Context: an optimization exercise on an open-source flow, tuned for a short achievable clock period and few clock cycles per item. The choices shown serve that exercise and are no tape-out recipe.
Function was checked by simulation only, so behaviour that the tests miss may differ from the original.
No driver is modelled on the clock port, so clocking that relies on it looks cheaper here than on a real chip.
Power figures rest on the tool's default switching activity, not on a simulated workload.

11-05:
==> flow/design.v (excerpt) <==
module ahb_sram #(
  parameter int MEM_DEPTH         = 256,
  parameter bit REGISTERED_OUTPUT = 1'b0
) (
  input  logic                  HCLK,
  input  logic                  HRESETn,
  input  logic                  HSEL,
  input  ahb_sram_pkg::haddr_t  HADDR,
  input  ahb_sram_pkg::hdata_t  HWDATA,
  output ahb_sram_pkg::hdata_t  HRDATA,
  input  logic                  HWRITE,
  input  ahb_sram_pkg::hsize_e  HSIZE,
  input  logic [2:0]            HBURST,
  input  logic [3:0]            HPROT,
  input  ahb_sram_pkg::htrans_e HTRANS,
  input  logic                  HMASTLOCK,
  input  logic                  HREADY,
  output logic                  HREADYOUT,
  output ahb_sram_pkg::hresp_e  HRESP
);
  logic [3:0][15:0] wr_lo_n;
  logic [3:0][15:0] wr_hi_n;
  logic [3:0][15:0] rd_lo;
  logic [3:0][15:0] rd_hi;
  logic [3:0]       rd_bypass;
  assign HRESP = ahb_sram_pkg::HRESP_OKAY;
  ahb_sram_addr_phase u_addr_phase (
    .HCLK      (HCLK),
    .HRESETn   (HRESETn),
    .HSEL      (HSEL),
    .HADDR     (HADDR),
    .HWRITE    (HWRITE),
    .HSIZE     (HSIZE),
    .HTRANS    (HTRANS),
    .HREADY    (HREADY),
    .wr_lo_n   (wr_lo_n),
    .wr_hi_n   (wr_hi_n),
    .rd_lo     (rd_lo),
    .rd_hi     (rd_hi),
    .rd_bypass (rd_bypass)
  );
  sram_1r1w u_sram (
    .HCLK      (HCLK),
    .wr_lo_n   (wr_lo_n),
    .wr_hi_n   (wr_hi_n),
    .wdata     (HWDATA),
    .rd_lo     (rd_lo),
    .rd_hi     (rd_hi),
    .rd_bypass (rd_bypass),
    .rdata     (HRDATA)
  );
  ahb_sram_resp u_resp (
    .HREADYOUT (HREADYOUT)
  );
endmodule
==> module ahb_sram_addr_phase, before the edit <==
module ahb_sram_addr_phase (
  input  logic                  HCLK,
  input  logic                  HRESETn,
  input  logic                  HSEL,
  input  ahb_sram_pkg::haddr_t  HADDR,
  input  logic                  HWRITE,
  input  ahb_sram_pkg::hsize_e  HSIZE,
  input  ahb_sram_pkg::htrans_e HTRANS,
  input  logic                  HREADY,
  output logic [3:0][15:0]      wr_lo_n,
  output logic [3:0][15:0]      wr_hi_n,
  output logic [3:0][15:0]      rd_lo,
  output logic [3:0][15:0]      rd_hi,
  output logic [3:0]            rd_bypass
);
  logic               active;
  logic               wr_accept;
  logic               wr_we;
  ahb_sram_pkg::hbe_t be;
  ahb_sram_pkg::hbe_t wr_be;
  logic [7:0]         idx;
  logic [7:0]         phase_idx;
  logic               same_word;
  assign active    = HSEL && HTRANS[1];
  assign wr_accept = HREADY && active && HWRITE;
  assign idx = HADDR[9:2];
  assign be  = ahb_sram_pkg::lane_enables(HSIZE, HADDR[1:0]);
  always_ff @(posedge HCLK or negedge HRESETn) begin
    if (!HRESETn) begin
      wr_we <= 1'b0;
    end else begin
      wr_we <= wr_accept;
    end
  end
  always_ff @(posedge HCLK) begin
    wr_be     <= be;
    phase_idx <= idx;
  end
  for (genvar b = 0; b < 4; b++) begin : g_wr_lane
    logic [15:0] lo_n;
    logic [15:0] hi_n;
    ahb_sram_dec4_n u_dec_lo (
      .a   (idx[3:0]),
      .y_n (lo_n)
    );
    ahb_sram_dec4_n u_dec_hi (
      .a   (idx[7:4]),
      .y_n (hi_n)
    );
    always_ff @(posedge HCLK or negedge HRESETn) begin
      if (!HRESETn) begin
        wr_lo_n[b] <= '1;
      end else begin
        wr_lo_n[b] <= lo_n | {16{!(wr_accept && be[b])}};
      end
    end
    always_ff @(posedge HCLK) begin
      wr_hi_n[b] <= hi_n;
    end
  end
  logic [15:0] lo;
  ahb_sram_dec4 u_dec_lo (
    .a (idx[3:0]),
    .y (lo)
  );
  for (genvar b = 0; b < 4; b++) begin : g_rd_lane
    assign rd_lo[b] = lo;
    ahb_sram_dec4 u_dec_hi (
      .a (idx[7:4]),
      .y (rd_hi[b])
    );
  end
  assign same_word = wr_we && (phase_idx == idx);
  assign rd_bypass = same_word ? wr_be : 4'b0000;
endmodule
export LEC_CHECK = 0
export ABC_CLOCK_PERIOD_IN_PS = 2000
export CAP_MARGIN = 20
export CORE_MARGIN = 2
export CORE_UTILIZATION = 45
export CTS_CLUSTER_DIAMETER = 100
export CTS_CLUSTER_SIZE = 30
export SETUP_SLACK_MARGIN = 3.5
export SLEW_MARGIN = 20
export SYNTH_HIERARCHICAL = 1
create_clock -name core_clock -period 6.0 [get_ports {HCLK}]
run.sh (not shown) runs the stock make flow with config.mk's settings and CLKGATE_MAP_FILE= SYNTH_SCRIPT=/design/flow/synth_recipe.tcl, a recipe that flattens the netlist after the stock synthesis.
Testbench counts of 11-05, summed over its fixed seeds: cycles 160,008, items 160,000.
The inputs of 01-26 differ from those of 11-05 as listed below.
diff --git a/flow/design.v b/flow/design.v
--- a/flow/design.v
+++ b/flow/design.v
@@ -140,19 +140,17 @@
       end
     end
     always_ff @(posedge HCLK) begin
       wr_hi_n[b] <= hi_n;
     end
   end
-  logic [15:0] lo;
-  ahb_sram_dec4 u_dec_lo (
-    .a (idx[3:0]),
-    .y (lo)
-  );
   for (genvar b = 0; b < 4; b++) begin : g_rd_lane
-    assign rd_lo[b] = lo;
+    ahb_sram_dec4 u_dec_lo (
+      .a (idx[3:0]),
+      .y (rd_lo[b])
+    );
     ahb_sram_dec4 u_dec_hi (
       .a (idx[7:4]),
       .y (rd_hi[b])
     );
   end
   assign same_word = wr_we && (phase_idx == idx);
[summary]
As far as critical path depth goes, 01-26 and 11-05 are indistinguishable; the numbers are identical. Insertion delay to the later sink of the worst-skew pair ended up 0.02 ns lower on 01-26 than on 11-05. When 01-26 is measured against 11-05, its sequential share of layout area turns out 0.19 points higher. Compared to 11-05, 01-26 has worst hold slack 0.0070 ns lower. The utilization after layout on 11-05 is in line with that on 01-26. The area used by sequential logic in the layout of 11-05 and that of 01-26 are within noise of each other.
Testbench counts of 01-26, summed over its fixed seeds: cycles 160,008, items 160,000.

* * *

Another version of the RTL of ahb_sram (not shown whole).
Size: ~19,000 cells after synthesis, ~8,500 flip-flops, ~120 I/O pins.
==> module ahb_sram_dec4_n, before the edit <==
module ahb_sram_dec4_n (
  input  logic [3:0]  a,
  output logic [15:0] y_n
);
  for (genvar j = 0; j < 16; j++) begin : g_out
    assign y_n[j] = ~(a == j);
  end
endmodule
clock: 6.0 ns
lec_check: 0
abc_clock_period_in_ps: 2000
cap_margin: 20
core_margin: 2
core_utilization: 45
setup_slack_margin: 3.5
slew_margin: 20
synth_hierarchical: 1
Testbench counts at the start, summed over its fixed seeds: cycles 160,008, items 160,000.
Next try:
--- a/flow/design.v
+++ b/flow/design.v
@@ -46,8 +46,33 @@
   input  logic [3:0]  a,
   output logic [15:0] y_n
 );
+  logic [3:0] a_n;
+  logic [3:0] p0;
+  logic [3:0] p1;
+  for (genvar k = 0; k < 4; k++) begin : g_inv
+    ahb_sram_inv u_inv (
+      .a (a[k]),
+      .y (a_n[k])
+    );
+  end
+  for (genvar j = 0; j < 4; j++) begin : g_pre
+    ahb_sram_nor2 u_p0 (
+      .a ((j % 2) ? a_n[0] : a[0]),
+      .b ((j / 2) ? a_n[1] : a[1]),
+      .y (p0[j])
+    );
+    ahb_sram_nor2 u_p1 (
+      .a ((j % 2) ? a_n[2] : a[2]),
+      .b ((j / 2) ? a_n[3] : a[3]),
+      .y (p1[j])
+    );
+  end
   for (genvar j = 0; j < 16; j++) begin : g_out
-    assign y_n[j] = ~(a == j);
+    ahb_sram_nand2 u_out (
+      .a (p0[j % 4]),
+      .b (p1[j / 4]),
+      .y (y_n[j])
+    );
   end
 endmodule
 module ahb_sram_addr_phase (
@@ -133,6 +158,12 @@
 );
   assign y = ~((a1 & a2) | (b1 & b2));
 endmodule
+module ahb_sram_inv (
+  input  logic a,
+  output logic y
+);
+  assign y = ~a;
+endmodule
 module ahb_sram_nand2 (
   input  logic a,
   input  logic b,
Non-clock buffer count fell by 97.
Setup slack is worse by 0.040 ns.
Area after synthesis fell by 0.39%.
First-iteration DRC count fell by 1.4%.
Routed wire length fell by 3.2%.
Global-route usage fell by 0.84 points.
Die area fell by 0.39%.
Cell area fell by 0.81%.
Cell count stays flat.
Utilization fell by 0.32 points.
Fmax fell by 1.3%.
Via count fell by 1.1%.
Clock power stays flat.
Total power is about the same.
Testbench counts after the change, summed over its fixed seeds: cycles 160,008, items 160,000.

* * *

ahb_sram with an RTL version that a note above also has.
Size in the first run: ~18000 cells after synthesis, about 8500 flip-flops, roughly 120 I/O pins, about 330000 sq um of cells after synthesis.
==> module ahb_sram_out_bit, before the edit <==
module ahb_sram_out_bit (
  input  logic HCLK,
  input  logic rd,
  input  logic wd,
  input  logic bypass,
  output logic y
);
  logic rd_q;
  logic wd_q;
  logic byp_q;
  logic keep_q;
  logic rd_keep_n;
  logic wd_pick_n;
  always_ff @(posedge HCLK) begin
    rd_q   <= rd;
    wd_q   <= wd;
    byp_q  <= bypass;
    keep_q <= ~bypass;
  end
  ahb_sram_nand2 u_keep (
    .a (rd_q),
    .b (keep_q),
    .y (rd_keep_n)
  );
  ahb_sram_nand2 u_pick (
    .a (wd_q),
    .b (byp_q),
    .y (wd_pick_n)
  );
  ahb_sram_nand2 u_out (
    .a (rd_keep_n),
    .b (wd_pick_n),
    .y (y)
  );
endmodule
==> flow/config.mk <==
export PLATFORM = sky130hd
export DESIGN_NAME = ahb_sram
export DESIGN_NICKNAME = ahb_sram
export VERILOG_FILES = /design/flow/design.v
export SDC_FILE = /design/flow/constraint.sdc
export NUM_CORES = 8
export LEC_CHECK = 0
export ABC_CLOCK_PERIOD_IN_PS = 2000
export CAP_MARGIN = 20
export CORE_MARGIN = 2
export CORE_UTILIZATION = 65
export CTS_CLUSTER_DIAMETER = 100
export CTS_CLUSTER_SIZE = 30
export PLACE_DENSITY = 0.72
export SETUP_SLACK_MARGIN = 4.0
export SLEW_MARGIN = 20
export SYNTH_HIERARCHICAL = 1
==> flow/constraint.sdc <==
create_clock -name core_clock -period 6.0 [get_ports {HCLK}]
set_input_delay 1.2000 -clock core_clock [delete_from_list [all_inputs] [get_ports {HCLK}]]
set_output_delay 1.2000 -clock core_clock [all_outputs]
set_load 0.01 [all_outputs]
standard.sh (not shown) runs the stock make flow with config.mk's settings and CLKGATE_MAP_FILE= SYNTH_SCRIPT=/design/flow/synth_recipe.tcl, a recipe that flattens the netlist after the stock synthesis.
==> flow/flow/run.sh <==
#!/bin/bash
# Layout flow: the standard ORFS flow (standard.sh) with one hook,
# latency.tcl, which sets the expected clock insertion delay on the ideal
# clock before floorplanning. make's output goes to flow_make.log in the work
# folder; ORFS's per-step logs are under orfs/logs.
set -euo pipefail
HERE=$(cd "$(dirname "$0")" && pwd)
export PRE_FLOORPLAN_TCL=$HERE/latency.tcl
bash standard.sh > flow_make.log 2>&1
==> flow/flow/latency.tcl <==
set_clock_latency 0.95 [all_clocks]
Testbench counts at the start, summed over its fixed seeds: cycles 160,008, items 160,000.
Then changed:
--- a/flow/design.v
+++ b/flow/design.v
@@ -255,45 +255,45 @@
   ahb_sram_nand2 u_l8 (
     .a (l7_n[0]),
     .b (l7_n[1]),
     .y (y)
   );
 endmodule
+module ahb_sram_mux2i (
+  input  logic a0,
+  input  logic a1,
+  input  logic s,
+  output logic y
+);
+  assign y = ~(s ? a1 : a0);
+endmodule
 module ahb_sram_out_bit (
   input  logic HCLK,
   input  logic rd,
   input  logic wd,
   input  logic bypass,
   output logic y
 );
-  logic rd_q;
-  logic wd_q;
+  logic rd_n;
+  logic rd_n_q;
+  logic wd_n_q;
   logic byp_q;
-  logic keep_q;
-  logic rd_keep_n;
-  logic wd_pick_n;
+  ahb_sram_inv u_inv (
+    .a (rd),
+    .y (rd_n)
+  );
   always_ff @(posedge HCLK) begin
-    rd_q   <= rd;
-    wd_q   <= wd;
+    rd_n_q <= rd_n;
+    wd_n_q <= ~wd;
     byp_q  <= bypass;
-    keep_q <= ~bypass;
   end
-  ahb_sram_nand2 u_keep (
-    .a (rd_q),
-    .b (keep_q),
-    .y (rd_keep_n)
-  );
-  ahb_sram_nand2 u_pick (
-    .a (wd_q),
-    .b (byp_q),
-    .y (wd_pick_n)
-  );
-  ahb_sram_nand2 u_out (
-    .a (rd_keep_n),
-    .b (wd_pick_n),
-    .y (y)
+  ahb_sram_mux2i u_out (
+    .a0 (rd_n_q),
+    .a1 (wd_n_q),
+    .s  (byp_q),
+    .y  (y)
   );
 endmodule
 module sram_1r1w (
   input  logic                  HCLK,
   input  logic [3:0][15:0]      wr_lo_n,
   input  logic [3:0][15:0]      wr_hi_n,
After rerunning:
- The changed run completed with no timing, DRC or antenna violations
- routed wire length came out higher by 0.40%
- synthesized cell count shrinks by 0.35%
- non-clock buffer count shrinks by 10
- via count hardly moves
- clock-buffer cell count came out higher by 4
- area after synthesis stays flat
- sequential share of layout area falls by 0.10 points
- final area hardly moves
- clock skew stays flat
- die area hardly moves
- total power fell by 0.41%
- worst setup slack is worse by 0.19 ns
Testbench counts after the change, summed over its fixed seeds: cycles 160,008, items 160,000.

==> static timing again, ports no longer ideal <==
In the flow no input, the clock included, has a driving cell. The finished layouts below were timed again as built, in two steps. Step 1 assumes that a clkbuf_16 drives the clock port and a buf_2 every other input. Step 2 also shifts input and output timing later by t, the mid clock arrival at the registers, as if the neighbouring blocks saw the same clock. Three values: ideal, step 1, step 2; two values: the first two.
run | shift t [ns] | setup slack, ns | worst setup path at the end | pins driven straight from the clock port
11-05 | 1.167 | 3.096 / 2.884 / 1.717 | input to register | 1
01-26 | 1.161 | 3.062 / 2.848 / 1.687 | input to register | 1
the first run of note 2 | 1.262 | 2.995 / 2.866 / 1.710 | input to register | 1
the second run of note 2 | 1.279 | 2.955 / 2.830 / 1.695 | input to register | 1
the first run of note 3 | 1.139 | 3.104 / 2.919 / 1.780 | input to register | 1
the second run of note 3 | 1.161 | 2.913 / 2.778 / 1.722 | input to register | 1
After both steps every run listed still meets setup and hold. For 11-05, which loses most, drivers alone change the setup slack by -0.212 ns; drivers and shift together by -1.379 ns.
